Source: an optimization exercise on an open RTL-to-GDS flow (aim: small area, a short achievable clock period and few clock cycles per item). Production flows keep margins and buffers that such runs may drop.
The RTL was checked by simulation tests, not by an equivalence proof against the original design.
Power and IR drop assume default switching activity.

==> design/flow/design.v <==
package ird_pkg;
  localparam int X_W       = 16;   
  localparam int COEF_W    = 18;   
  localparam int FRAC_W    = 14;
  localparam int ACC_W     = 40;   
  localparam int CFG_IDX_W = 3;
  localparam int SW        = 58;   
  localparam int PW        = 36;   
  localparam logic signed [COEF_W-1:0] B0_RESET = 18'sd16384;
  localparam logic [ACC_W-1:0] ACC_MAX = {1'b0, {(ACC_W-1){1'b1}}};
  localparam logic [ACC_W-1:0] ACC_MIN = {1'b1, {(ACC_W-1){1'b0}}};
  localparam logic [63:0] CB_64  = 64'd0 - (64'd21845 << 19);
  localparam logic [63:0] CA_64  = 64'd0 - (64'd87381 << 41);
  localparam logic [SW-1:0] K1 = SW'(64'd8191 + (CB_64 << 15) - (64'd1 << 53) + CA_64);
  localparam logic [SW-1:0] K2 = SW'(64'd8191 + (CB_64 << 14) + CA_64);
  localparam logic [SW-1:0] NCB14 = SW'(64'd0 - (CB_64 << 14));
  localparam logic [SW-1:0] CB14  = SW'(CB_64 << 14);
  localparam logic [41:0] CB_MAX = 42'(CB_64 + 64'h0000_007f_ffff_ffff);
  localparam logic [41:0] CB_MIN = 42'(CB_64 - 64'h0000_0080_0000_0000);
  function automatic logic [26:0] benc18(input logic [17:0] c, input logic neg_all);
    logic [8:0] one, two, neg;
    logic       lo;
    for (int j = 0; j < 9; j++) begin
      lo     = (j == 0) ? 1'b0 : c[2*j-1];
      one[j] = c[2*j] ^ lo;
      two[j] = (c[2*j+1] & ~c[2*j] & ~lo) | (~c[2*j+1] & c[2*j] & lo);
      neg[j] = c[2*j+1] ^ neg_all;
    end
    benc18 = {neg, two, one};
  endfunction
  function automatic logic [ACC_W-1:0] sat_top(input logic [SW-1:0] z);
    if (z[SW-1:FRAC_W+ACC_W-1] == {(SW-FRAC_W-ACC_W+1){z[SW-1]}})
      sat_top = z[FRAC_W+ACC_W-1:FRAC_W];
    else
      sat_top = z[SW-1] ? ACC_MIN : ACC_MAX;
  endfunction
endpackage
module ird_csa #(
  parameter int W = 8
) (
  input  logic [W-1:0] a,
  input  logic [W-1:0] b,
  input  logic [W-1:0] c,
  output logic [W-1:0] s,
  output logic [W-1:0] k
);
  assign s = a ^ b ^ c;
  assign k = {((a[W-2:0] & b[W-2:0]) | (a[W-2:0] & c[W-2:0]) | (b[W-2:0] & c[W-2:0])), 1'b0};
endmodule
module ird_ay_tree (
  input  logic [26:0]                 enc,
  input  logic signed [39:0]          y,
  input  logic [ird_pkg::SW-1:0]      e0,
  input  logic [ird_pkg::SW-1:0]      e1,
  input  logic [ird_pkg::SW-1:0]      e2,
  input  logic [ird_pkg::SW-1:0]      e3,
  output logic [ird_pkg::SW-1:0]      s,
  output logic [ird_pkg::SW-1:0]      c
);
  localparam int W = ird_pkg::SW;
  logic [8:0]   one, two, neg;
  logic [W-1:0] r [13];
  assign {neg, two, one} = enc;
  always_comb begin
    logic [41:0] mag, row;
    for (int j = 0; j < 9; j++) begin
      mag  = one[j] ? {{2{y[39]}}, y} : two[j] ? {y[39], y, 1'b0} : 42'd0;
      row  = mag ^ {42{neg[j]}};
      r[j] = W'({~row[41], row[40:0]}) << (2*j);
      if (j > 0) r[j][2*j-2] = neg[j-1];
    end
    r[9]  = e0;
    r[9][16] = neg[8];
    r[10] = e1;
    r[11] = e2;
    r[12] = e3;
  end
  logic [W-1:0] a0s, a0c, a1s, a1c, a2s, a2c, a3s, a3c, a4s, a4c;
  logic [W-1:0] b0s, b0c, b1s, b1c, b2s, b2c, b3s, b3c, b4s, b4c;
  ird_csa #(W) u_e0 (r[9],  r[10], r[11], a0s, a0c);
  ird_csa #(W) u_e1 (a0s,   a0c,   r[12], a1s, a1c);
  ird_csa #(W) u_l0 (r[0],  r[1],  r[2],  a2s, a2c);
  ird_csa #(W) u_l1 (r[3],  r[4],  r[5],  a3s, a3c);
  ird_csa #(W) u_l2 (r[6],  r[7],  r[8],  a4s, a4c);
  ird_csa #(W) u_m0 (a2s, a2c, a3s, b0s, b0c);
  ird_csa #(W) u_m1 (a3c, a4s, a4c, b1s, b1c);
  ird_csa #(W) u_n0 (b0s, b0c, b1s, b2s, b2c);
  ird_csa #(W) u_n1 (b1c, a1s, a1c, b3s, b3c);
  ird_csa #(W) u_o0 (b2s, b2c, b3s, b4s, b4c);
  ird_csa #(W) u_p0 (b4s, b4c, b3c, s, c);
endmodule
module ird_bx_tree (
  input  logic signed [15:0]          x,
  input  logic signed [17:0]          b,
  output logic [ird_pkg::PW-1:0]      s,
  output logic [ird_pkg::PW-1:0]      c
);
  localparam int W = ird_pkg::PW;
  logic [W-1:0] r [9];
  always_comb begin
    logic [19:0] mag, row;
    logic        one, two, neg, lo;
    for (int k = 0; k < 8; k++) begin
      lo   = (k == 0) ? 1'b0 : x[2*k-1];
      one  = x[2*k] ^ lo;
      two  = (x[2*k+1] & ~x[2*k] & ~lo) | (~x[2*k+1] & x[2*k] & lo);
      neg  = x[2*k+1];
      mag  = one ? {{2{b[17]}}, b} : two ? {b[17], b, 1'b0} : 20'd0;
      row  = mag ^ {20{neg}};
      r[k] = W'({~row[19], row[18:0]}) << (2*k);
    end
    for (int k = 1; k < 8; k++) r[k][2*k-2] = x[2*k-1];
    r[8]     = '0;
    r[8][14] = x[15];
  end
  logic [W-1:0] a0s, a0c, a1s, a1c, a2s, a2c, b0s, b0c, b1s, b1c, c0s, c0c;
  ird_csa #(W) u_0 (r[0], r[1], r[2], a0s, a0c);
  ird_csa #(W) u_1 (r[3], r[4], r[5], a1s, a1c);
  ird_csa #(W) u_2 (r[6], r[7], r[8], a2s, a2c);
  ird_csa #(W) u_3 (a0s,  a0c,  a1s,  b0s, b0c);
  ird_csa #(W) u_4 (a1c,  a2s,  a2c,  b1s, b1c);
  ird_csa #(W) u_5 (b0s,  b0c,  b1s,  c0s, c0c);
  ird_csa #(W) u_6 (c0s,  c0c,  b1c,  s,   c);
endmodule
module ird_dp (
  input  logic                                   clk,
  input  logic                                   rst_n,
  input  logic                                   cfg_wr_en,
  input  logic [ird_pkg::CFG_IDX_W-1:0]          cfg_index,
  input  logic [ird_pkg::COEF_W-1:0]             cfg_data,
  input  logic                                   in_valid,
  output logic                                   in_stall,
  input  logic signed [ird_pkg::X_W-1:0]         in_sample_in,
  output logic                                   out_valid,
  input  logic                                   out_stall,
  output logic signed [ird_pkg::X_W-1:0]         out_filtered_out,
  output logic signed [ird_pkg::X_W-1:0]         out_rectified_out,
  output logic signed [ird_pkg::X_W-1:0]         out_derivative_out,
  output logic                                   out_derivative_valid
);
  localparam int SW    = ird_pkg::SW;
  localparam int PW    = ird_pkg::PW;
  localparam int ACC_W = ird_pkg::ACC_W;
  localparam int X_W   = ird_pkg::X_W;
  logic                               pol_r;
  logic signed [ird_pkg::COEF_W-1:0]  b0_r, b1_r, b2_r, b3_r, a1_r, a2_r, a3_r;
  always_ff @(posedge clk) begin
    if (!rst_n) begin
      pol_r <= 1'b0;
      b0_r  <= ird_pkg::B0_RESET;
      b1_r  <= '0;
      b2_r  <= '0;
      b3_r  <= '0;
      a1_r  <= '0;
      a2_r  <= '0;
      a3_r  <= '0;
    end else if (cfg_wr_en) begin
      case (cfg_index)
        3'd0: pol_r <= cfg_data[0];
        3'd1: b0_r  <= cfg_data;
        3'd2: b1_r  <= cfg_data;
        3'd3: b2_r  <= cfg_data;
        3'd4: b3_r  <= cfg_data;
        3'd5: a1_r  <= cfg_data;
        3'd6: a2_r  <= cfg_data;
        default: a3_r <= cfg_data;
      endcase
    end
  end
  logic xv_r;       
  logic pd_r;       
  logic sa_r;       
  logic sb_r;       
  logic yv_r;       
  logic fv_r;       
  logic ov_r;       
  logic sc_r;       
  logic ystep, pstep, ymove, omove;
  assign ystep    = xv_r & pd_r & ~sa_r & ~(yv_r & fv_r);
  assign pstep    = xv_r & ~pd_r;
  assign ymove    = yv_r & ~fv_r;
  assign omove    = fv_r & (~ov_r | ~out_stall);
  assign in_stall = xv_r & ~ystep;
  assign out_valid = ov_r;
  always_ff @(posedge clk) begin
    if (!rst_n) begin
      xv_r  <= 1'b0;
      pd_r  <= 1'b0;
      sa_r  <= 1'b0;
      sb_r  <= 1'b0;
      yv_r  <= 1'b0;
      fv_r  <= 1'b0;
      ov_r  <= 1'b0;
      sc_r  <= 1'b0;
    end else begin
      if (!in_stall) begin
        xv_r <= in_valid;
        pd_r <= 1'b0;
      end else if (pstep) begin
        pd_r <= 1'b1;
      end
      sa_r <= ystep;
      sb_r <= sa_r;
      if (ystep) yv_r <= 1'b1;
      else if (ymove) yv_r <= 1'b0;
      if (ymove) fv_r <= 1'b1;
      else if (omove) fv_r <= 1'b0;
      if (omove) ov_r <= 1'b1;
      else if (!out_stall) ov_r <= 1'b0;
      sc_r <= sb_r;
    end
  end
  logic signed [X_W-1:0] x_r;
  logic [PW-1:0] p0s_r, p0c_r, p1s_r, p1c_r, p2s_r, p2c_r, p3s_r, p3c_r;
  logic [PW-1:0] u0s, u0c, u1s, u1c;
  always_ff @(posedge clk) begin
    if (!in_stall) x_r <= in_sample_in;
  end
  ird_bx_tree u_bx0 (.x(x_r), .b(pd_r ? b2_r : b0_r), .s(u0s), .c(u0c));
  ird_bx_tree u_bx1 (.x(x_r), .b(pd_r ? b3_r : b1_r), .s(u1s), .c(u1c));
  always_ff @(posedge clk) begin
    if (pstep) begin
      p0s_r <= u0s;
      p0c_r <= u0c;
      p1s_r <= u1s;
      p1c_r <= u1c;
    end
    if (ystep) begin
      p2s_r <= u0s;
      p2c_r <= u0c;
      p3s_r <= u1s;
      p3c_r <= u1c;
    end
  end
  logic [26:0]             enc1_r, enc2_r;
  logic signed [ACC_W-1:0] y_r, d1_r, d2_r;
  logic [SW-1:0]           s0s_r, s0c_r, ts_r, tc_r;
  logic [SW-1:0]           g1s, g1c, g2s, g2c;
  logic [ACC_W-1:0]        d1u, pw;
  always_ff @(posedge clk) begin
    enc1_r <= ird_pkg::benc18(a1_r, 1'b1);
    enc2_r <= ird_pkg::benc18(ystep ? a2_r : a3_r, 1'b1);
  end
  assign d1u = {~d1_r[ACC_W-1], d1_r[ACC_W-2:0]};
  assign pw  = sb_r ? {p3s_r[PW-1], p3s_r[PW-2:0]} : '0;
  ird_ay_tree u_t1 (
    .enc (enc1_r), .y (y_r),
    .e0  (ird_pkg::K1),
    .e1  (SW'(p1s_r) << 14),
    .e2  (SW'(p1c_r) << 14),
    .e3  (SW'(d1u) << 14),
    .s   (g1s), .c (g1c)
  );
  ird_ay_tree u_t2 (
    .enc (enc2_r), .y (y_r),
    .e0  (ird_pkg::K2),
    .e1  (SW'(sb_r ? p3s_r : p2s_r) << 14),
    .e2  (SW'(sb_r ? p3c_r : p2c_r) << 14),
    .e3  ('0),
    .s   (g2s), .c (g2c)
  );
  logic [SW-1:0]    u_sum, v_sum;
  logic [41:0]      vp, vn;
  logic             ovf0;
  logic [ACC_W-1:0] y_new, y_v, y_p, y_n;
  logic [SW-1:0] ua, ub, va0, vb0, va, vb;
  logic [41:0]   ppa, ppb, pna, pnb;
  ird_csa #(SW) u_cu  (s0s_r, s0c_r, ird_pkg::NCB14, ua, ub);
  ird_csa #(SW) u_cv0 (s0s_r, s0c_r, SW'(p0s_r) << 14, va0, vb0);
  ird_csa #(SW) u_cv1 (va0, vb0, SW'(p0c_r) << 14, va, vb);
  ird_csa #(42) u_cp  (42'(p0s_r), 42'(p0c_r), ird_pkg::CB_MAX, ppa, ppb);
  ird_csa #(42) u_cn  (42'(p0s_r), 42'(p0c_r), ird_pkg::CB_MIN, pna, pnb);
  assign u_sum = ua + ub;
  assign v_sum = va + vb;
  assign vp    = ppa + ppb;
  assign vn    = pna + pnb;
  assign ovf0  = u_sum[SW-1:ACC_W+13] != {(SW-ACC_W-13){u_sum[SW-1]}};
  assign y_v   = (v_sum[54] != v_sum[53]) ? (v_sum[54] ? ird_pkg::ACC_MIN : ird_pkg::ACC_MAX)
                                          : v_sum[53:14];
  assign y_p   = (vp[41:39] == 3'b000) ? vp[39:0] : ird_pkg::ACC_MAX;
  assign y_n   = (vn[41:39] == 3'b111) ? vn[39:0] : ird_pkg::ACC_MIN;
  assign y_new = !ovf0 ? y_v : u_sum[SW-1] ? y_n : y_p;
  logic [SW-1:0] z, za, zb;
  ird_csa #(SW) u_cz (ts_r, tc_r, sb_r ? (SW'(d2_r) << 14) : '0, za, zb);
  assign z = za + zb;
  always_ff @(posedge clk) begin
    if (!rst_n) begin
      s0s_r <= ird_pkg::CB14;
      s0c_r <= '0;
      d1_r  <= '0;
      d2_r  <= '0;
    end else begin
      if (sa_r) begin
        s0s_r <= g1s;
        s0c_r <= g1c;
      end
      if (sb_r) d1_r <= ird_pkg::sat_top(z);
      if (sc_r) d2_r <= ird_pkg::sat_top(z);
    end
  end
  always_ff @(posedge clk) begin
    if (ystep) y_r <= y_new;
    ts_r <= g2s;
    tc_r <= g2c;
  end
  logic signed [X_W-1:0] filt_r, rect_r, hist0_r, hist1_r, filt, rect;
  logic [1:0]            cnt_r;
  logic signed [26:0]    y_int;
  logic signed [X_W:0]   diff, half;
  logic                  dvalid;
  assign y_int = 27'($signed(y_r[39:14])) + 27'({1'b0, y_r[13]});
  always_comb begin
    if (y_int[26:15] == {12{y_int[26]}}) filt = y_int[15:0];
    else filt = y_int[26] ? 16'sh8000 : 16'sh7fff;
    if (pol_r) rect = (filt > 0) ? '0 : filt;
    else       rect = (filt < 0) ? '0 : filt;
  end
  always_ff @(posedge clk) begin
    if (ymove) begin
      filt_r <= filt;
      rect_r <= rect;
    end
  end
  always_comb begin
    diff   = {rect_r[X_W-1], rect_r} - {hist1_r[X_W-1], hist1_r};
    half   = (diff + $signed({{X_W{1'b0}}, diff[X_W]})) >>> 1;
    dvalid = (cnt_r >= 2'd2);
  end
  always_ff @(posedge clk) begin
    if (!rst_n) begin
      hist0_r <= '0;
      hist1_r <= '0;
      cnt_r   <= '0;
    end else if (omove) begin
      hist1_r <= hist0_r;
      hist0_r <= rect_r;
      if (cnt_r != 2'd3) cnt_r <= cnt_r + 1'b1;
    end
  end
  always_ff @(posedge clk) begin
    if (omove) begin
      out_filtered_out     <= filt_r;
      out_rectified_out    <= rect_r;
      out_derivative_out   <= dvalid ? half[X_W-1:0] : '0;
      out_derivative_valid <= dvalid;
    end
  end
endmodule
module iir_rectify_derivative_core #(
  parameter int ORDER = 3
) (
  input  logic                                   clk,
  input  logic                                   rst_n,
  input  logic                                   cfg_wr_en,
  input  logic [ird_pkg::CFG_IDX_W-1:0]          cfg_index,
  input  logic [ird_pkg::COEF_W-1:0]             cfg_data,
  input  logic                                   in_valid,
  output logic                                   in_stall,
  input  logic signed [ird_pkg::X_W-1:0]         in_sample_in,
  output logic                                   out_valid,
  input  logic                                   out_stall,
  output logic signed [ird_pkg::X_W-1:0]         out_filtered_out,
  output logic signed [ird_pkg::X_W-1:0]         out_rectified_out,
  output logic signed [ird_pkg::X_W-1:0]         out_derivative_out,
  output logic                                   out_derivative_valid
);
  ird_dp u_dp (
    .clk                  (clk),
    .rst_n                (rst_n),
    .cfg_wr_en            (cfg_wr_en),
    .cfg_index            (cfg_index),
    .cfg_data             (cfg_data),
    .in_valid             (in_valid),
    .in_stall             (in_stall),
    .in_sample_in         (in_sample_in),
    .out_valid            (out_valid),
    .out_stall            (out_stall),
    .out_filtered_out     (out_filtered_out),
    .out_rectified_out    (out_rectified_out),
    .out_derivative_out   (out_derivative_out),
    .out_derivative_valid (out_derivative_valid)
  );
endmodule
==> design/flow/run.sh <==
#!/bin/bash
# synth_recipe.tcl (not shown) runs the flow's synth.tcl, then flattens the netlist and writes it again
# the make line also repeats each setting of config.mk as NAME=value (left out here)
make -C /OpenROAD-flow-scripts/flow DESIGN_CONFIG=/design/flow/config.mk WORK_HOME=/design/flow/orfs CLKGATE_MAP_FILE= SYNTH_SCRIPT=/design/flow/synth_recipe.tcl finish
==> design/flow/config.mk <==
export PLATFORM = sky130hd
export DESIGN_NAME = iir_rectify_derivative_core
export DESIGN_NICKNAME = iir_rectify_derivative_core
export VERILOG_FILES = /design/flow/design.v
export SDC_FILE = /design/flow/constraint.sdc
export NUM_CORES = 4
export LEC_CHECK = 0
export CAP_MARGIN = 20
export CORE_MARGIN = 2
export CORE_UTILIZATION = 40
export SETUP_SLACK_MARGIN = 5
export SLEW_MARGIN = 20
==> design/flow/constraint.sdc <==
create_clock -name core_clock -period 10.0 [get_ports {clk}]
set_input_delay 2.0000 -clock core_clock [delete_from_list [all_inputs] [get_ports {clk}]]
set_output_delay 2.0000 -clock core_clock [all_outputs]
set_load 0.01 [all_outputs]
==> results of run 1 <==
## per-stage QoR
stage	power (uW)	instance area, sq um	hold WS (ns)	utilization
after floorplan	17800	101000	0.351	-
after global placement	25600	104000	0.410	0.414
after detailed placement	25600	104000	0.412	0.414
after CTS	30100	108000	0.427	0.431
after global routing	32500	109000	0.438	0.433
final	30600	109000	0.423	0.433
## worst paths after layout
path / startpoint / end / slack (ns) / cells past startpoint
worst min register to register: u_dp.filt_r[11] / u_dp.out_filtered_out[11] / 0.42 / 0
worst max-delay path: u_dp.pd_r / u_dp.p0s_r[13] / 5.00 / 13
worst min-delay path: u_dp.filt_r[11] / u_dp.out_filtered_out[11] / 0.42 / 0
worst max register to register: u_dp.pd_r / u_dp.p0s_r[13] / 5.00 / 13
## layout make-up
cell class,instances,area (sq um),share of cell area
diodes,12,30.0,0.000276
clock buffers,131,2960,0.0272
clock inverters,74,842,0.00774
inverters,1583,5950,0.0547
multi-input cells,8230,69500,0.639
flip-flops and latches,920,22400,0.206
well taps,3348,4190,0.0385
repair buffers,310,2920,0.0268
## layout by cell type, fill, tap and decap left out, types with 16 or more instances in the layout
| cell | count |
|---|---|
| nand2b_1 | 25 |
| and3_1 | 31 |
| a21o_1 | 112 |
| a22oi_1 | 565 |
| maj3_1 | 97 |
| dfxtp_1 | 492 |
| and2_1 | 32 |
| edfxtp_1 | 393 |
| nand3_1 | 68 |
| clkbuf_16 | 114 |
| dfxtp_2 | 30 |
| nor2_1 | 539 |
| xnor2_1 | 496 |
| or3_1 | 29 |
| o21a_1 | 39 |
| nor3_1 | 64 |
| mux2_2 | 87 |
| o21bai_1 | 29 |
| clkinvlp_4 | 16 |
| a31oi_1 | 56 |
| ha_1 | 673 |
| clkdlybuf4s50_1 | 91 |
| o211ai_1 | 31 |
| o22ai_1 | 197 |
| o21ai_0 | 812 |
| a221oi_1 | 85 |
| fa_1 | 1047 |
| nand4_1 | 49 |
| xor2_1 | 428 |
| mux2i_1 | 175 |
| inv_1 | 1578 |
| nor2b_1 | 33 |
| a21oi_1 | 650 |
| buf_12 | 21 |
| nand2_1 | 1383 |
| o221ai_1 | 21 |
| clkinv_2 | 18 |
| buf_4 | 179 |
| a211oi_1 | 32 |
| a221o_1 | 56 |
## sequential cells by signal (all words and copies together), names as in the netlist, 27 cells and up
register	flops
u_dp.p1s_r	34
u_dp.p2c_r	30
u_dp.p2s_r	34
u_dp.s0c_r	56
u_dp.y_r	40
u_dp.p0c_r	30
u_dp.tc_r	56
u_dp.p3s_r	34
u_dp.d2_r	40
u_dp.enc2_r	27
u_dp.p3c_r	30
u_dp.ts_r	56
u_dp.s0s_r	56
u_dp.d1_r	40
u_dp.enc1_r	27
u_dp.p1c_r	30
u_dp.p0s_r	34
## cell families after synthesis
| group | synth area share |
|---|---|
| buf+inv | 0.0962 |
| fa+ha+maj | 0.300 |
| flops | 0.221 |
| xor+xnor | 0.0801 |
| compound gates | 0.176 |
| mux | 0.0275 |
| simple gates | 0.0991 |
## repair_timing
action	CTS	global route
hold endpoints to repair	0	0
setup buffers	12	24
setup endpoints to repair	305	238
resized for setup	42	43
gates cloned	0	2
pin swaps	3	3
## power by group through the flow
| stage | Combinational (uW) | Sequential (uW) | Clock, uW |
|---|---|---|---|
| CTS | 20400 | 5390 | 4320 |
| detailed placement | 20100 | 5470 | 0 |
| global placement | 20100 | 5460 | 0 |
| global route | 22600 | 5430 | 4460 |
| floorplan | 12500 | 5290 | 0 |
| finish | 21000 | 5400 | 4250 |
## per-layer routing
metal  vias up  routed length (um)
met5         -                 103
met2      5070              164000
li1      37800                   -
met1     42500              152000
met3      1085               43200
met4        16               22600
==> summary.txt, run 1 <==
- Yosys cell types: 100
- First-pass GRT wire length: 562,000 um
- DRC: 0
- Netlist Area Pre-Place: 0.101 sq mm
- Unrepaired setup endpoints after global routing: yes
- Synth cell count leaders: 1,580 x inv_1, 1,388 x nand2_1, 1,047 x fa_1
- Core Area: 0.251 sq mm
- Combinational share of power: 0.685
- Outcome: finished clean
- Fill count: 24,600
- Final Worst Setup Slack: 5.00 ns
- Critical Path RT: 10.55 ns
- Total number of yosys warnings: 6
- Setup_tns: 0 ns
- Fin crit period: 5.00 ns
- Met2 usage: 0.433
- Clock latency (worst-skew pair): 0.81 ns
- DR vias: 86,500
- Clk_skew: 0.0301 ns
- Routing usage on met3: 0.0818
- Net load switching power: 15,700 uW
- Fmax achieved: 200 MHz
- Syn_area_per_cell: 8.64 sq um
- Max incr delay on CP: 0.98 ns
- Sequential share of power: 0.176
- Met1 Track Usage GR: 0.379
- Syn Nets: 13,500
- Synth async-reset ratio: 0
- Reg clk slew, reported paths: 0.06 ns
- Instance count of the mapped netlist: 11,700
- P_leak: 0.0438 uW
- Synth area leaders: fa_1 21%, edfxtp_1 12%, dfxtp_1 10%, ha_1 8.3%, inv_1 5.9%
- Number of synthesized flops with an enable pin: 393
- Share of cells above drive strength 1: 0.0581
- Seq cells post-synth: 920
- Port Buffers: 92
- TritonCTS Buffers: 110
- Crit. End Element: flip-flop
- Routability congestion estimate: 0.995
- Yosys top cell area share: 0.207
- DP HPWL: 274,000 um
- Largest net degree at the start of global routing: 214
- Slowest cell on crit path: mux2i_1
- Arr. time, crit path: 5.54 ns
- Slew Viols, Final: 0
- # hold bufs at CTS: 0
- Most Crowded Layer GR: met2
- 1st-iter DRT viols: 10,000
- Area leader, netlist: fa_1
- Dpl ws: 4.00 ns
- Vias in the first global route: 85,000
- Crit Path Max Fanout: 7
- CP dominant cell by count: fa_1
- Critical path cell sequence: buf_12, buf_4, buf_12, mux2i_1, a221oi_1, nor2_1, a221oi_1, fa_1, inv_1, fa_1, inv_1, fa_1, fa_1
- Tightest Pin Transition: 1.21 ns
- Final Hold Viols: 0
- DP Cell Count: 14,400
- Worst Hold Class: flip-flop to flip-flop
- Max cap viols: 0
- Max IR drop VDD: 0.253 mV
- GRT overflow: 0
- Horiz. Die Dim: 507 um
- Post-synthesis sequential area ratio: 0.221
- Vias per cell: 5.92
- Nets@finish: 12,900
- Crit path max-delay family: adder cells
- Pwr dens: 281 mW/mm^2
- Ports: 93
- Tcrit/Tclk final: 0.500
- Htree depth: 3
- Die area: 0.257 sq mm
- Cell with the most instances after synthesis: inv_1
- Clk buf depth: 3
- Sw frac: 0.513
- Clk sinks: 920
- Initial antenna violation count: 17
- Prevailing post-synth register cell: dfxtp_1
- Routed Antenna Nets: 0
- Endpoints failing setup: 0
- CTS tree: yes
- Slew HR: 0.167
- Synth-to-layout area growth: 7.53%
- Starting Density: 0.402
- Root Driver: clkbuf_16
- Routed len/inst: 26.1 um
- Row Count: 184
- Pint: 14,900 uW
- TritonRoute pass-1 iters: 6
- Clock Power Share: 0.139
- Final Non-Filler Cells: 14,600
- WP buf/inv: 5
- Total GRT Usage: 0.290
- Die height: 507 um
- Worst Setup Start Kind: flip-flop
- Drt total wl: 382,000 um
- Setup CP Type: flip-flop to flip-flop
Testbench counts, summed over its fixed seeds: cycles 5,184, items 2,560.
==> run 2, diff against run 1 <==
--- a/design/flow/design.v
+++ b/design/flow/design.v
@@ -217,6 +217,11 @@
     if (!in_stall) x_r <= in_sample_in;
   end
-  ird_bx_tree u_bx0 (.x(x_r), .b(pd_r ? b2_r : b0_r), .s(u0s), .c(u0c));
-  ird_bx_tree u_bx1 (.x(x_r), .b(pd_r ? b3_r : b1_r), .s(u1s), .c(u1c));
+  logic signed [ird_pkg::COEF_W-1:0] bs0_r, bs1_r;
+  always_ff @(posedge clk) begin
+    bs0_r <= in_stall ? b2_r : b0_r;
+    bs1_r <= in_stall ? b3_r : b1_r;
+  end
+  ird_bx_tree u_bx0 (.x(x_r), .b(bs0_r), .s(u0s), .c(u0c));
+  ird_bx_tree u_bx1 (.x(x_r), .b(bs1_r), .s(u1s), .c(u1c));
   always_ff @(posedge clk) begin
     if (pstep) begin
==> design/flow/flow/run.sh (new file) <==
#!/bin/bash
set -euo pipefail
cd "$(dirname "$0")/.."

# standard synthesis, unchanged
bash standard.sh synth > synth.log 2>&1

# the rest of the standard flow with a larger repair_timing setup margin
sed 's/"\${@:-finish}"/SETUP_SLACK_MARGIN=5.5 "${@:-finish}"/' standard.sh > standard_margin.sh
grep -q 'SETUP_SLACK_MARGIN=5.5' standard_margin.sh
bash standard_margin.sh finish > layout.log 2>&1
test -s out/final.def
==> design/flow/standard.sh (new file) <==
#!/bin/bash
# synth_recipe.tcl (not shown) runs the flow's synth.tcl, then flattens the netlist and writes it again
# the make line also repeats each setting of config.mk as NAME=value (left out here)
make -C /OpenROAD-flow-scripts/flow DESIGN_CONFIG=/design/flow/config.mk WORK_HOME=/design/flow/orfs CLKGATE_MAP_FILE= SYNTH_SCRIPT=/design/flow/synth_recipe.tcl "${@:-finish}"
--- a/design/flow/config.mk
+++ b/design/flow/config.mk
@@ -9,4 +9,3 @@
 export CORE_MARGIN = 2
 export CORE_UTILIZATION = 40
-export SETUP_SLACK_MARGIN = 5
 export SLEW_MARGIN = 20
removed: design/flow/run.sh
==> run 2 against run 1 <==
  * Still clean
  * Clock-buffer cell count increased by 12
  * Maximum frequency increased by 9.8%
  * Sequential share of layout area about the same
  * Largest power group unchanged
  * Highest routed layer unchanged
==> summary.txt, run 2 <==
- Outcome: finished clean
- DR vias: 86,600
- TritonCTS Buffers: 106
- Worst Hold Class: flip-flop to flip-flop
- Port Buffers: 92
- Largest net degree at the start of global routing: 175
- Arr. time, crit path: 5.20 ns
- Fmax achieved: 220 MHz
- Htree depth: 3
- Setup CP Type: flip-flop to flip-flop
- Nets@finish: 13,000
- 1st-iter DRT viols: 10,300
- DR WL met3: 47,900 um
- Root Driver: clkbuf_16
- Total power: 33,100 uW
- Ports: 93
- Number of synthesized flops with an enable pin: 393
- Clk buf depth: 3
- Crit Path Max Fanout: 44
- Routed len/inst: 27.1 um
- First-pass GRT wire length: 568,000 um
- Post-synthesis sequential area ratio: 0.229
- Crit. End Element: flip-flop
- Clk sinks: 956
- FF-to-FF setup slack: 5.45 ns
- Synth-to-layout area growth: 11.8%
- Synth async-reset ratio: 0
- Clock latency (worst-skew pair): 0.79 ns
- Met2 WL: 169,000 um
- Synth cell count leaders: 1,583 x inv_1, 1,359 x nand2_1, 1,047 x fa_1
- CTS tree: yes
- Setup_tns: 0 ns
- Share of cells above drive strength 1: 0.0935
- Initial antenna violation count: 22
- Simple-gate share of the synthesized area: 0.0995
- Slew HR: 0.192
- Vias per cell: 5.90
- Main combinational cell family by area after synthesis: adder cells
- TritonRoute pass-1 iters: 10
- DRC: 0
- Fill count: 24,000
- Critical path endpoint: u_dp.s0s_r[39]
- Tightest Pin Transition: 1.19 ns
- Cell with the most instances after synthesis: inv_1
- Reg2Reg Depth: 13
- Starting Density: 0.402
- Tcrit/Tclk final: 0.455
- Worst Setup Start Kind: flip-flop
- Clk_skew: 0.0628 ns
- Total GRT Usage: 0.296
- Endpoints failing setup: 0
- GRT overflow: 0
- Fin crit period: 4.55 ns
- Netlist Area Pre-Place: 0.101 sq mm
- Final Hold Viols: 0
- Drt total wl: 398,000 um
- Yosys top cell area share: 0.208
- Total number of yosys warnings: 6
- Unrepaired setup endpoints after global routing: yes
- Prevailing post-synth register cell: dfxtp_1
- Routed Antenna Nets: 0
- Horiz. Die Dim: 506 um
- Yosys cell types: 95
- Seq cells post-synth: 956
- Area leader, netlist: fa_1
- P_leak: 0.0447 uW
- Critical Path RT: 10.65 ns
- Most frequent cells in the layout: 1,560 x inv_1, 1,343 x nand2_1, 1,024 x fa_1, 697 x a21oi_1, 689 x o21ai_0
- Vias in the first global route: 85,100
- Syn Nets: 13,400
- Most common cell after layout, fill and taps aside: inv_1
- Synth Area in Compound Gates: 0.166
- Reg-to-Reg Start: u_dp.y_r[32]
- DRT met1 WL: 153,000 um
- Core Area: 0.251 sq mm
- Die area: 0.256 sq mm
- CP Launch Point: u_dp.y_r[32]
- Top Layer Used: met5
- Slew Viols, Final: 0
- Synth area leaders: fa_1 21%, edfxtp_1 12%, dfxtp_1 11%, ha_1 8.3%, inv_1 5.9%
- Syn_area_per_cell: 8.71 sq um
- Reg-to-Reg End: u_dp.s0s_r[39]
- Post-Synth XOR/XNOR Area: 0.0853
- DP HPWL: 279,000 um
- Instance count of the mapped netlist: 11,600
- Reg clk slew, reported paths: 0.07 ns
- Max IR drop VDD: 0.316 mV
- Pwr dens: 293 mW/mm^2
- Adder-Cell Fraction of Synth Area: 0.300
- Die height: 506 um
- Multiplexer share of the synthesized area: 0.0259
- Routability congestion estimate: 0.980
- Row Count: 184
- Max cap viols: 0
-- run 2: cell types whose count changed after synthesis, moves of 28 or more --
cell / previous run / this run
mux2i_1: 179 / 150
dfxtp_1: 527 / 563
nand2_1: 1388 / 1359
nand3_1: 69 / 116
a21o_1: 112 / 81
a21oi_1: 653 / 732
o22ai_1: 197 / 149
a221o_1: 56 / 22
nor2b_1: 53 / 81
a211oi_1: 35 / 78
xor2_1: 429 / 471
o21ai_0: 813 / 704
-- run 2: where the power goes --
| group | total [uW] | switching, uW | internal [uW] |
|---|---|---|---|
| clock network | 4240 | 1810 | 2440 |
| logic | 23200 | 14600 | 8640 |
| registers | 5610 | 376 | 5230 |
| total | 33100 | 16800 | 16300 |
-- run 2: layer usage --
layer	track usage	vias to the layer above
met1	0.383	42600
met4	0.159	16
met2	0.446	5123
met3	0.0827	1158
met5	0.0104	-
li1	-	37600
-- run 2: how the worst min path moves through the flow --
| stage | from | endpoint | cells past startpoint |
|---|---|---|---|
| 6_report | u_dp.hist0_r[10] | u_dp.hist1_r[10] | 2 |
| 5_1_grt | u_dp.filt_r[4] | u_dp.out_filtered_out[4] | 0 |
| 4_1_cts | u_dp.hist0_r[10] | u_dp.hist1_r[10] | 2 |
| 3_5_place_dp | u_dp.filt_r[5] | u_dp.out_filtered_out[5] | 0 |
| 3_3_place_gp | u_dp.filt_r[5] | u_dp.out_filtered_out[5] | 0 |
| 2_1_floorplan | u_dp.a1_r[0] | u_dp.enc1_r[0] | 0 |
-- run 2: cell families (layout without fill, tap and decap cells) --
kind of cell	Yosys count	in the layout
compound gates	2692	2692
buf+inv	2543	2255
simple gates	2363	2373
fa+ha+maj	1805	1805
xor+xnor	982	982
flops	956	956
mux	248	249
other cells	0	9
-- run 2: what timing repair did --
item	4_1_cts	5_1_grt
hold buffers	0	0
gates resized for setup	233	416
gates cloned	13	29
pin swaps	25	52
buffers inserted	65	63
endpoints found under the setup margin	437	337
-- run 2: critical path, stage by stage, from the launching register on --
cell	delay (ns)
edfxtp_1	0.45
buf_8	0.37
nand2_1	0.13
o21ai_0	0.28
xor2_1	0.13
fa_1	0.53
inv_1	0.07
fa_2	0.69
fa_1	0.49
fa_1	0.51
inv_1	0.05
fa_1	0.48
mux2i_1	0.16
nor2_1	0.05
-- run 2: cell type report --
cell class | instances | area, sq um | area share
multi-input cells | 8101 | 70200 | 0.622
flip-flops and latches | 956 | 23200 | 0.206
inverters | 1590 | 6000 | 0.0532
repair buffers | 466 | 5470 | 0.0485
well taps | 3348 | 4190 | 0.0371
clock buffers | 143 | 3010 | 0.0267
clock inverters | 56 | 714 | 0.00634
diodes | 9 | 22.5 | 0.000200
-- run 2: through the flow --
step	std cells	setup slack (ns)	hold slack, ns	area [sq um]	utilization
2_1_floorplan	11600	5.51	0.351	101000	-
3_3_place_gp	14300	3.73	0.409	104000	0.415
3_5_place_dp	14300	3.67	0.412	104000	0.415
4_1_cts	14600	5.42	0.406	110000	0.437
5_1_grt	14700	5.34	0.433	113000	0.449
6_report	14700	5.45	0.412	113000	0.449
Testbench counts of run 2, summed over its fixed seeds: cycles 5,184, items 2,560.
==> run 3, diff against run 2 <==
--- a/design/flow/design.v
+++ b/design/flow/design.v
@@ -232,10 +232,12 @@
     end
     if (ystep) begin
-      p2s_r <= u0s;
-      p2c_r <= u0c;
       p3s_r <= u1s;
       p3c_r <= u1c;
     end
   end
+  always_ff @(posedge clk) begin
+    p2s_r <= u0s;
+    p2c_r <= u0c;
+  end
   logic [26:0]             enc1_r, enc2_r;
   logic signed [ACC_W-1:0] y_r, d1_r, d2_r;
==> run 3 against run 2 <==
  * Critical endpoint is now u_dp.y_r[30]
  * Setup slack got worse by 0.033 ns
  * Synthesized area decreased by 0.63%
  * Combinational power rose by 6%
  * Utilization is 0.16 points higher
  * Clock skew rose by 0.042 ns
  * Still clean on timing, DRC and antenna
==> summary.txt, run 3 <==
- Outcome: finished clean
- Fin crit period: 4.58 ns
- Area leader, netlist: fa_1
- Finished Cell Area: 0.112 sq mm
- Prevailing post-synth register cell: dfxtp_1
- Clk buf depth: 3
- Max IR drop VDD: 0.254 mV
- Crit path max-delay family: compound AO/OA/AOI/OAI gates
- Max cap viols: 0
- Worst Setup Start Kind: flip-flop
- Drt total wl: 380,000 um
- Register Area: 0.0225 sq mm
- Row Count: 183
- Synth async-reset ratio: 0
- Tcrit/Tclk final: 0.458
- Fmax achieved: 218 MHz
- P_leak: 0.0449 uW
- Worst Hold Class: flip-flop to flip-flop
- Post-synthesis sequential area ratio: 0.224
- Starting Density: 0.403
- DP HPWL: 270,000 um
- Nets@finish: 13,000
- Slowest cell on crit path: or4_4
- Crit Path Max Fanout: 8
- Routed len/inst: 25.9 um
- CP dominant cell by count: buf_12
- Share of cells above drive strength 1: 0.0935
- Clock latency (worst-skew pair): 0.86 ns
- Syn_area_per_cell: 8.65 sq um
- Port Buffers: 92
- Instance count of the mapped netlist: 11,600
- Yosys top cell area share: 0.209
- Critical path cell sequence: ha_4, ha_4, inv_2, fa_2, nor3b_4, a32oi_2, a21oi_4, buf_12, a2111oi_4, a311oi_2, buf_4, a21oi_4, xnor2_4, buf_12, or4_4, mux2i_4, buf_12, buf_12, o21a_4, a22oi_2
- Tightest Pin Transition: 1.02 ns
- Cell with the most instances after synthesis: inv_1
- Vias per cell: 5.85
- Most frequent cells in the layout: 1,567 x inv_1, 1,345 x nand2_1, 1,035 x fa_1, 696 x a21oi_1, 686 x o21ai_0
- Multi-input gate area: 0.0700 sq mm
- Reg clk slew, reported paths: 0.07 ns
- Max incr delay on CP: 0.48 ns
- Total GRT Usage: 0.285
- Final Worst Setup Slack: 5.42 ns
- Placed cell areas: 0.104 sq mm
- GRT overflow: 0
- Die height: 505 um
- TritonRoute pass-1 iters: 7
- Synth cell count leaders: 1,583 x inv_1, 1,359 x nand2_1, 1,047 x fa_1
- DR vias: 85,900
- Setup CP Type: flip-flop to flip-flop
- Root Driver: clkbuf_16
- Number of synthesized flops with an enable pin: 329
- Synth area leaders: fa_1 21%, dfxtp_1 13%, edfxtp_1 9.9%, ha_1 8.4%, inv_1 5.9%
- Clk_skew: 0.105 ns
- Fill count: 24,000
- Slew Viols, Final: 0
- Setup_tns: 0 ns
- Synth-to-layout area growth: 11.8%
- Most common cell after layout, fill and taps aside: inv_1
- Crit. End Element: flip-flop
- Syn Nets: 13,400
- CTS tree: yes
- Htree depth: 3
- Pwr dens: 309 mW/mm^2
- Arr. time, crit path: 5.14 ns
- Critical Path RT: 10.55 ns
- Unrepaired setup endpoints after global routing: yes
- Ports: 93
- Slew HR: 0.317
- Core Area: 0.249 sq mm
- First-pass GRT wire length: 551,000 um
- Endpoints failing setup: 0
- WP buf/inv: 6
- Total number of yosys warnings: 6
- DRC: 0
- Seq cells post-synth: 956
- Largest net degree at the start of global routing: 129
- Yosys cell types: 95
- Die area: 0.255 sq mm
- Initial antenna violation count: 15
- Final Hold Viols: 0
- Clk sinks: 956
- TritonCTS Buffers: 111
- Dpl ws: 3.62 ns
- Vias in the first global route: 84,800
- Horiz. Die Dim: 505 um
- Final Non-Filler Cells: 14,700
- Routability congestion estimate: 0.945
- 1st-iter DRT viols: 9,436
- Routed Antenna Nets: 0
- DP Cell Count: 14,300
- Netlist Area Pre-Place: 0.100 sq mm
-- run 3: cell types whose count changed after synthesis --
cell	before	now
edfxtp_1	393	329
dfxtp_1	563	627
-- run 3: area by class of cell --
class,count,share of cell area
multi-input combinational,8101,0.625
sequential,956,0.201
inverter,1590,0.0534
timing repair buffer,488,0.0488
tap,3330,0.0372
clock buffer,148,0.0276
clock inverter,61,0.00721
antenna,11,0.000245
-- run 3: cells by family (layout without fill, tap and decap cells) --
logic type | Yosys count | count (layout) | synth area share
AO/OA/AOI/OAI | 2692 | 2696 | 0.167
multiplexers | 248 | 248 | 0.0261
XOR/XNOR | 982 | 982 | 0.0859
other | 0 | 11 | 0
adder cells (fa/ha/maj) | 1805 | 1805 | 0.302
AND/OR/NAND/NOR | 2363 | 2370 | 0.100
buffers and inverters | 2543 | 2287 | 0.0956
flip-flops | 956 | 956 | 0.224
-- run 3: worst paths after layout --
kind | from | endpoint | slack, ns | cells after the start
setup reg to reg | u_dp.s0s_r[5] | u_dp.y_r[30] | 5.42 | 20
setup / recovery | u_dp.s0s_r[5] | u_dp.y_r[30] | 5.42 | 20
hold / removal | u_dp.a1_r[0] | u_dp.enc1_r[0] | 0.39 | 0
hold reg to reg | u_dp.a1_r[0] | u_dp.enc1_r[0] | 0.39 | 0
-- run 3: power by group --
group	switching, uW	leakage, uW	internal, uW	total [uW]
clock	1960	0.00188	2430	4390
combinational	15200	0.0349	9400	24600
sequential	327	0.00819	5260	5590
total	17500	0.0449	17100	34600
-- run 3: stage by stage --
stage,power (uW),util,hold slack (ns)
3_5_place_dp,27200,0.416,0.382
5_1_grt,36800,0.450,0.415
4_1_cts,32900,0.440,0.400
3_3_place_gp,27100,0.416,0.384
2_1_floorplan,19100,-,0.351
6_report,34600,0.451,0.391
-- run 3: worst reg2reg max path, delay by kind of cell, from the launching register on --
| kind | cells | cell delay [ns] |
|---|---|---|
| compound gates | 7 | 1.48 |
| buf+inv | 6 | 0.76 |
| fa+ha+maj | 3 | 0.75 |
| simple gates | 2 | 0.65 |
| flops | 1 | 0.33 |
| mux | 1 | 0.21 |
| xor+xnor | 1 | 0.11 |
-- run 3: timing repair --
action	4_1_cts	5_1_grt
endpoints found under the setup margin	456	334
cloned	14	23
buffers inserted	81	67
pin swaps	36	85
gates resized for setup	238	388
endpoints found under the hold margin	0	0
hold buffers	0	0
-- run 3: per-layer routing --
metal / vias up / routed length (um) / GRT usage
met5: - / 44 / 0
met4: 2 / 22900 / 0.137
met3: 1180 / 40300 / 0.0719
met2: 4801 / 166000 / 0.439
met1: 42300 / 151000 / 0.372
li1: 37600 / - / -
Testbench counts of run 3, summed over its fixed seeds: cycles 5,184, items 2,560.
==> run 4, diff against run 3 <==
--- a/design/flow/config.mk
+++ b/design/flow/config.mk
@@ -8,4 +8,4 @@
 export CAP_MARGIN = 20
 export CORE_MARGIN = 2
-export CORE_UTILIZATION = 40
+export CORE_UTILIZATION = 50
 export SLEW_MARGIN = 20
==> run 4 against run 3 <==
  * Die area shrank 20%
  * Highest routed layer unchanged
  * Largest cell class unchanged
  * Cell area is 0.48% higher
  * Largest power group unchanged
  * Cell count decreased by 4.4%
  * Sequential power increased by 1%
  * Sequential share of layout area is 0.10 points lower
  * Synthesized cell count did not move
  * Maximum frequency increased by 1.1%
  * Clock skew is 0.032 ns lower
==> summary.txt, run 4 <==
- Max incr delay on CP: 0.70 ns
- Total power: 36,700 uW
- Most frequent cells in the layout: 1,564 x inv_1, 1,340 x nand2_1, 1,023 x fa_1, 688 x a21oi_1, 677 x o21ai_0
- Total GRT Usage: 0.380
- Instance count of the mapped netlist: 11,600
- Max cap viols: 0
- Clock Power Share: 0.120
- Worst Setup Start Kind: flip-flop
- Reg clk slew, reported paths: 0.06 ns
- Routed Antenna Nets: 0
- Share of cells above drive strength 1: 0.102
- DRC: 0
- Vias in the first global route: 83,200
- Critical Path RT: 10.59 ns
- Horiz. Die Dim: 452 um
- Slowest cell on crit path: fa_2
- Htree depth: 3
- Nets@finish: 13,000
- Setup_tns: 0 ns
- Core Area: 0.199 sq mm
- CP dominant cell by count: fa_1
- Row Count: 164
- Initial antenna violation count: 14
- Synth area leaders: fa_1 21%, dfxtp_1 13%, edfxtp_1 9.9%, ha_1 8.4%, inv_1 5.9%
- Synth async-reset ratio: 0
- Yosys top cell area share: 0.209
- Net load switching power: 19,000 uW
- Syn_area_per_cell: 8.65 sq um
- TritonCTS Buffers: 112
- Clk_skew: 0.0733 ns
- Finished Cell Area: 0.113 sq mm
- Final Hold Viols: 0
- Port Buffers: 92
- Clock latency (worst-skew pair): 0.81 ns
- Fmax achieved: 221 MHz
- P_leak: 0.0453 uW
- Slew Viols, Final: 0
- Crit. End Element: flip-flop
- Tcrit/Tclk final: 0.453
- Placed cell areas: 0.103 sq mm
- Endpoints failing setup: 0
- Post-synthesis sequential area ratio: 0.224
- Outcome: finished clean
- Fin crit period: 4.53 ns
- Area leader, netlist: fa_1
- Die height: 452 um
- Die area: 0.204 sq mm
- Arr. time, crit path: 5.12 ns
- Sw frac: 0.518
- Sequential share of power: 0.155
- Routed len/inst: 29.2 um
- Cell with the most instances after synthesis: inv_1
- Combinational share of power: 0.725
- DP HPWL: 281,000 um
- Routability congestion estimate: 0.974
- Pwr dens: 325 mW/mm^2
- Seq cells post-synth: 956
- Worst Hold Class: flip-flop to flip-flop
- Most common cell after layout, fill and taps aside: inv_1
- Starting Density: 0.503
- Ports: 93
- Crit Path Max Fanout: 44
- TritonRoute pass-1 iters: 8
- Synth-to-layout area growth: 12.4%
- Total number of yosys warnings: 6
- 1st-iter DRT viols: 10,700
- Unrepaired setup endpoints after global routing: yes
- Setup CP Type: flip-flop to flip-flop
- Vias per cell: 6.17
- Slew HR: 0.209
- Max IR drop VDD: 0.250 mV
- Largest net degree at the start of global routing: 175
- Final Non-Filler Cells: 14,000
- FF-to-FF setup slack: 5.47 ns
- Syn Nets: 13,400
- Prevailing post-synth register cell: dfxtp_1
- First-pass GRT wire length: 573,000 um
- CTS tree: yes
- Netlist Area Pre-Place: 0.100 sq mm
- DP Cell Count: 13,600
- WHS: 0.407 ns
- GRT overflow: 0
- Clk sinks: 956
- Pint: 17,700 uW
- Yosys cell types: 95
- Root Driver: clkbuf_16
- Number of synthesized flops with an enable pin: 329
- Drt total wl: 409,000 um
- Clk buf depth: 3
- Synth cell count leaders: 1,583 x inv_1, 1,359 x nand2_1, 1,047 x fa_1
- Critical path cell sequence: buf_4, buf_12, and2_4, nor2_1, a211oi_1, nor2_1, a221oi_1, fa_1, inv_1, fa_1, inv_1, fa_1, fa_2
- Tightest Pin Transition: 1.18 ns
- DR vias: 86,600
run 4: final cells by class:
cell class,count,area (sq um)
clock buffers,152,3220
repair buffers,505,6180
well taps,2656,3320
clock inverters,62,773
diodes,11,27.5
flip-flops and latches,956,22500
inverters,1590,5990
multi-input cells,8101,70600
fillers,18000,86800
run 4: worst max-delay path, delay by kind of cell (launching register included):
kind | cells | cell delay [ns]
AO/OA/AOI/OAI | 2 | 0.67
AND/OR/NAND/NOR | 3 | 0.47
flip-flops | 1 | 0.32
buffers and inverters | 4 | 0.80
adder cells (fa/ha/maj) | 4 | 2.01
run 4: path summary, 6_finish.rpt:
kind | start | endpoint | cells after the start
setup / recovery | u_dp.x_r[9] | u_dp.p0s_r[13] | 13
hold / removal | u_dp.filt_r[5] | u_dp.out_filtered_out[5] | 0
setup reg to reg | u_dp.x_r[9] | u_dp.p0s_r[13] | 13
hold reg to reg | u_dp.filt_r[5] | u_dp.out_filtered_out[5] | 0
run 4: cells by family (layout without fill, tap and decap cells):
kind of cell / after synthesis / count (layout) / synth area share
AO/OA/AOI/OAI: 2692 / 2693 / 0.167
XOR/XNOR: 982 / 982 / 0.0859
multiplexers: 248 / 249 / 0.0261
adder cells (fa/ha/maj): 1805 / 1805 / 0.302
other: 0 / 11 / 0
AND/OR/NAND/NOR: 2363 / 2372 / 0.100
flip-flops: 956 / 956 / 0.224
buffers and inverters: 2543 / 2309 / 0.0956
run 4: power groups by stage:
stage,combinational [uW],sequential [uW],clock (uW)
floorplan,13600,5500,0
global placement,22900,5720,0
detailed placement,23000,5730,0
CTS,24200,5650,4470
global route,28300,5700,4620
finish,26600,5670,4410
run 4: per-stage QoR:
step	worst slack (ns)	utilization
2_1_floorplan	5.51	-
3_3_place_gp	3.75	0.515
3_5_place_dp	3.77	0.515
4_1_cts	5.50	0.548
5_1_grt	5.32	0.565
6_report	5.47	0.565
run 4: timing repair:
item	CTS	global route
pin swaps	25	93
hold buffers	0	0
setup buffers	64	89
gates resized for setup	331	455
cloned	20	37
setup endpoints to repair	469	313
run 4: routing by layer:
layer | global-route usage | routed length [um]
met1 | 0.505 | 159000
met2 | 0.564 | 174000
met4 | 0.207 | 27800
met3 | 0.0996 | 48600
met5 | 0 | 165
==> run 5, diff against run 4 <==
==> design/flow/flow/run.sh (replaced) <==
#!/bin/bash
set -euo pipefail
cd "$(dirname "$0")/.."

# standard synthesis, unchanged
bash standard.sh synth > synth.log 2>&1

# the rest of the standard flow with a larger repair_timing setup margin
sed 's/"\${@:-finish}"/SETUP_SLACK_MARGIN=5.6 "${@:-finish}"/' standard.sh > standard_margin.sh
grep -q 'SETUP_SLACK_MARGIN=5.6' standard_margin.sh
bash standard_margin.sh finish > layout.log 2>&1
test -s out/final.def
--- a/design/flow/config.mk
+++ b/design/flow/config.mk
@@ -8,4 +8,4 @@
 export CAP_MARGIN = 20
 export CORE_MARGIN = 2
-export CORE_UTILIZATION = 50
+export CORE_UTILIZATION = 40
 export SLEW_MARGIN = 20
==> run 5 against run 4 <==
  * Still clean on timing, DRC and antenna
  * Setup slack better by 0.058 ns
  * Sequential power about the same
  * Global-route usage shrank 8.5 points
==> summary.txt, run 5 <==
- 1st-iter DRT viols: 11,500
- Setup CP Type: flip-flop to flip-flop
- Arr. time, crit path: 5.10 ns
- Syn Nets: 13,400
- Max cap viols: 0
- Share of cells above drive strength 1: 0.117
- Max incr delay on CP: 0.53 ns
- Cell with the most instances after synthesis: inv_1
- Die height: 505 um
- Clk sinks: 956
- Die area: 0.255 sq mm
- Vias per cell: 5.95
- Clock Power Share: 0.118
- Net load switching power: 18,800 uW
- Largest net degree at the start of global routing: 175
- Clk_skew: 0.0439 ns
- Unrepaired setup endpoints after global routing: yes
- Worst Setup Start Kind: flip-flop
- Top Layer Used: met5
- Drt total wl: 416,000 um
- Critical Path RT: 10.63 ns
- Met2 WL: 174,000 um
- Yosys top cell area share: 0.209
- Routed Antenna Nets: 0
- Routed len/inst: 28.1 um
- Setup_tns: 0 ns
- Synth area leaders: fa_1 21%, dfxtp_1 13%, edfxtp_1 9.9%, ha_1 8.4%, inv_1 5.9%
- Most common cell after layout, fill and taps aside: inv_1
- Slew HR: 0.261
- Starting Density: 0.403
- Total GRT Usage: 0.295
- Critical path cell sequence: inv_1, fa_1, fa_1, inv_1, ha_1, a21oi_2, nand2_2, a21oi_1, a221oi_4, a221o_1, a31oi_4, mux2i_4, nand2_4, o21a_4, clkbuf_16, a32oi_2
- Synth async-reset ratio: 0
- Pwr dens: 315 mW/mm^2
- DR vias: 88,100
- Register Area: 0.0226 sq mm
- Crit path max-delay family: compound AO/OA/AOI/OAI gates
- Endpoints failing setup: 0
- Initial antenna violation count: 31
- Number of synthesized flops with an enable pin: 329
- Max IR drop VDD: 0.309 mV
- P_leak: 0.0459 uW
- Seq cells post-synth: 956
- Outcome: finished clean
- Htree depth: 3
- Nets@finish: 13,100
- Instance count of the mapped netlist: 11,600
- Post-synthesis sequential area ratio: 0.224
- Clock latency (worst-skew pair): 0.81 ns
- Tightest Pin Transition: 1.11 ns
- WP buf/inv: 3
- Fin crit period: 4.47 ns
- # hold bufs at CTS: 0
- Slowest cell on crit path: fa_1
- Tcrit/Tclk final: 0.447
- Core Area: 0.249 sq mm
- DP Cell Count: 14,300
- Ports: 93
- Syn_area_per_cell: 8.65 sq um
- Row Count: 183
- GRT overflow: 0
- DRC: 0
- Final Non-Filler Cells: 14,800
- First-pass GRT wire length: 567,000 um
- DP HPWL: 271,000 um
- Total power: 36,200 uW
- Worst Hold Class: flip-flop to flip-flop
- Crit Path Max Fanout: 6
- Sw frac: 0.518
- TritonCTS Buffers: 114
- Final Hold Viols: 0
- Port Buffers: 92
- Root Driver: clkbuf_16
- Synth cell count leaders: 1,583 x inv_1, 1,359 x nand2_1, 1,047 x fa_1
- Prevailing post-synth register cell: dfxtp_1
- Netlist Area Pre-Place: 0.100 sq mm
- Fill count: 23,600
- Horiz. Die Dim: 505 um
- Synth-to-layout area growth: 14.6%
- Total number of yosys warnings: 6
- Combinational share of power: 0.725
- Area leader, netlist: fa_1
- Most frequent cells in the layout: 1,533 x inv_1, 1,337 x nand2_1, 990 x fa_1, 688 x a21oi_1, 651 x o21ai_0
- Pint: 17,400 uW
- Slew Viols, Final: 0
- CTS tree: yes
- TritonRoute pass-1 iters: 9
- Yosys cell types: 95
- Crit. End Element: flip-flop
- Routability congestion estimate: 0.980
- Vias in the first global route: 85,200
- DR WL met3: 52,700 um
- Multi-input gate area: 0.0707 sq mm
- Sequential share of power: 0.157
- Clk buf depth: 3
- Reg clk slew, reported paths: 0.06 ns
- DRT met1 WL: 153,000 um
- Fmax achieved: 224 MHz
==> run 5: area by class of cell <==
type / count / share of cell area
tap: 3330 / 0.0363
clock inverter: 79 / 0.00697
multi-input combinational: 8099 / 0.616
clock buffer: 138 / 0.0261
inverter: 1590 / 0.0522
sequential: 956 / 0.197
antenna: 15 / 0.000327
timing repair buffer: 596 / 0.0658
==> run 5: kinds of logic after synthesis <==
logic type / synth area share
compound gates: 0.167
xor+xnor: 0.0859
fa+ha+maj: 0.302
buf+inv: 0.0956
flops: 0.224
mux: 0.0261
simple gates: 0.100
==> run 5: power by group through the flow <==
| stage | clock, uW | sequential, uW | combinational, uW |
|---|---|---|---|
| after floorplan | 0 | 5500 | 13700 |
| after global placement | 0 | 5730 | 22300 |
| after detailed placement | 0 | 5750 | 22500 |
| after CTS | 4320 | 5670 | 23600 |
| after global routing | 4480 | 5730 | 27800 |
| final | 4270 | 5700 | 26200 |
==> run 5: worst paths after layout <==
| kind | cells past startpoint | slack (ns) | endpoint | start |
|---|---|---|---|---|
| max reg2reg | 16 | 5.53 | u_dp.y_r[31] | u_dp.s0c_r[42] |
| min | 0 | 0.41 | u_dp.out_filtered_out[5] | u_dp.filt_r[5] |
| min reg2reg | 0 | 0.41 | u_dp.out_filtered_out[5] | u_dp.filt_r[5] |
| max | 16 | 5.53 | u_dp.y_r[31] | u_dp.s0c_r[42] |
==> run 5: per-layer routing <==
layer | track usage | vias up
li1 | - | 37800
met1 | 0.379 | 43300
met2 | 0.442 | 5640
met3 | 0.0824 | 1367
met4 | 0.173 | 32
met5 | 0.00206 | -
==> run 5: metrics by stage <==
step	setup WS, ns	hold WS, ns	utilization	cell area [sq um]
finish	5.53	0.410	0.462	115000
detailed placement	4.00	0.405	0.416	104000
CTS	5.48	0.410	0.442	110000
global placement	4.21	0.407	0.416	104000
floorplan	5.61	0.351	-	100000
global route	5.50	0.425	0.461	115000
==> run 5: what timing repair did <==
item                       4_1_cts  5_1_grt
setup endpoints to repair      477      321
gates resized for setup        377      618
pin swaps                       36      188
buffers inserted                70      159
cloned                          18       63

## what the ideal ports hide
The results above use ideal ports. As a check the final layouts listed here were re-extracted and re-timed, cells and wires unchanged. Step 1 sets driving cells, clkbuf_16 on the clock port and buf_2 on the other inputs (assumed; they add their load-dependent delay and slew). Step 2 also shifts input and output timing later by t, the mid clock arrival at the registers, as if the neighbouring blocks saw the same clock. Slacks: no drivers / after step 1 / after step 2; pairs: no drivers / after step 1.
run	t (ns)	setup slack, ns	slew at the worst register clock pin (ns)
run 1	0.886	5.004 / 4.936 / 4.991	0.08 / 0.08
run 2	0.861	5.449 / 5.449 / 5.016	0.08 / 0.08
run 3	0.904	5.416 / 5.416 / 5.394	0.08 / 0.08
run 4	0.866	5.467 / 5.467 / 5.111	0.08 / 0.08
run 5	0.884	5.526 / 5.526 / 5.033	0.08 / 0.08
After both steps setup and hold are still met in every run listed. The setup slack of run 5, which loses most, moves by 0.000 ns with the drivers and by -0.493 ns with both steps.
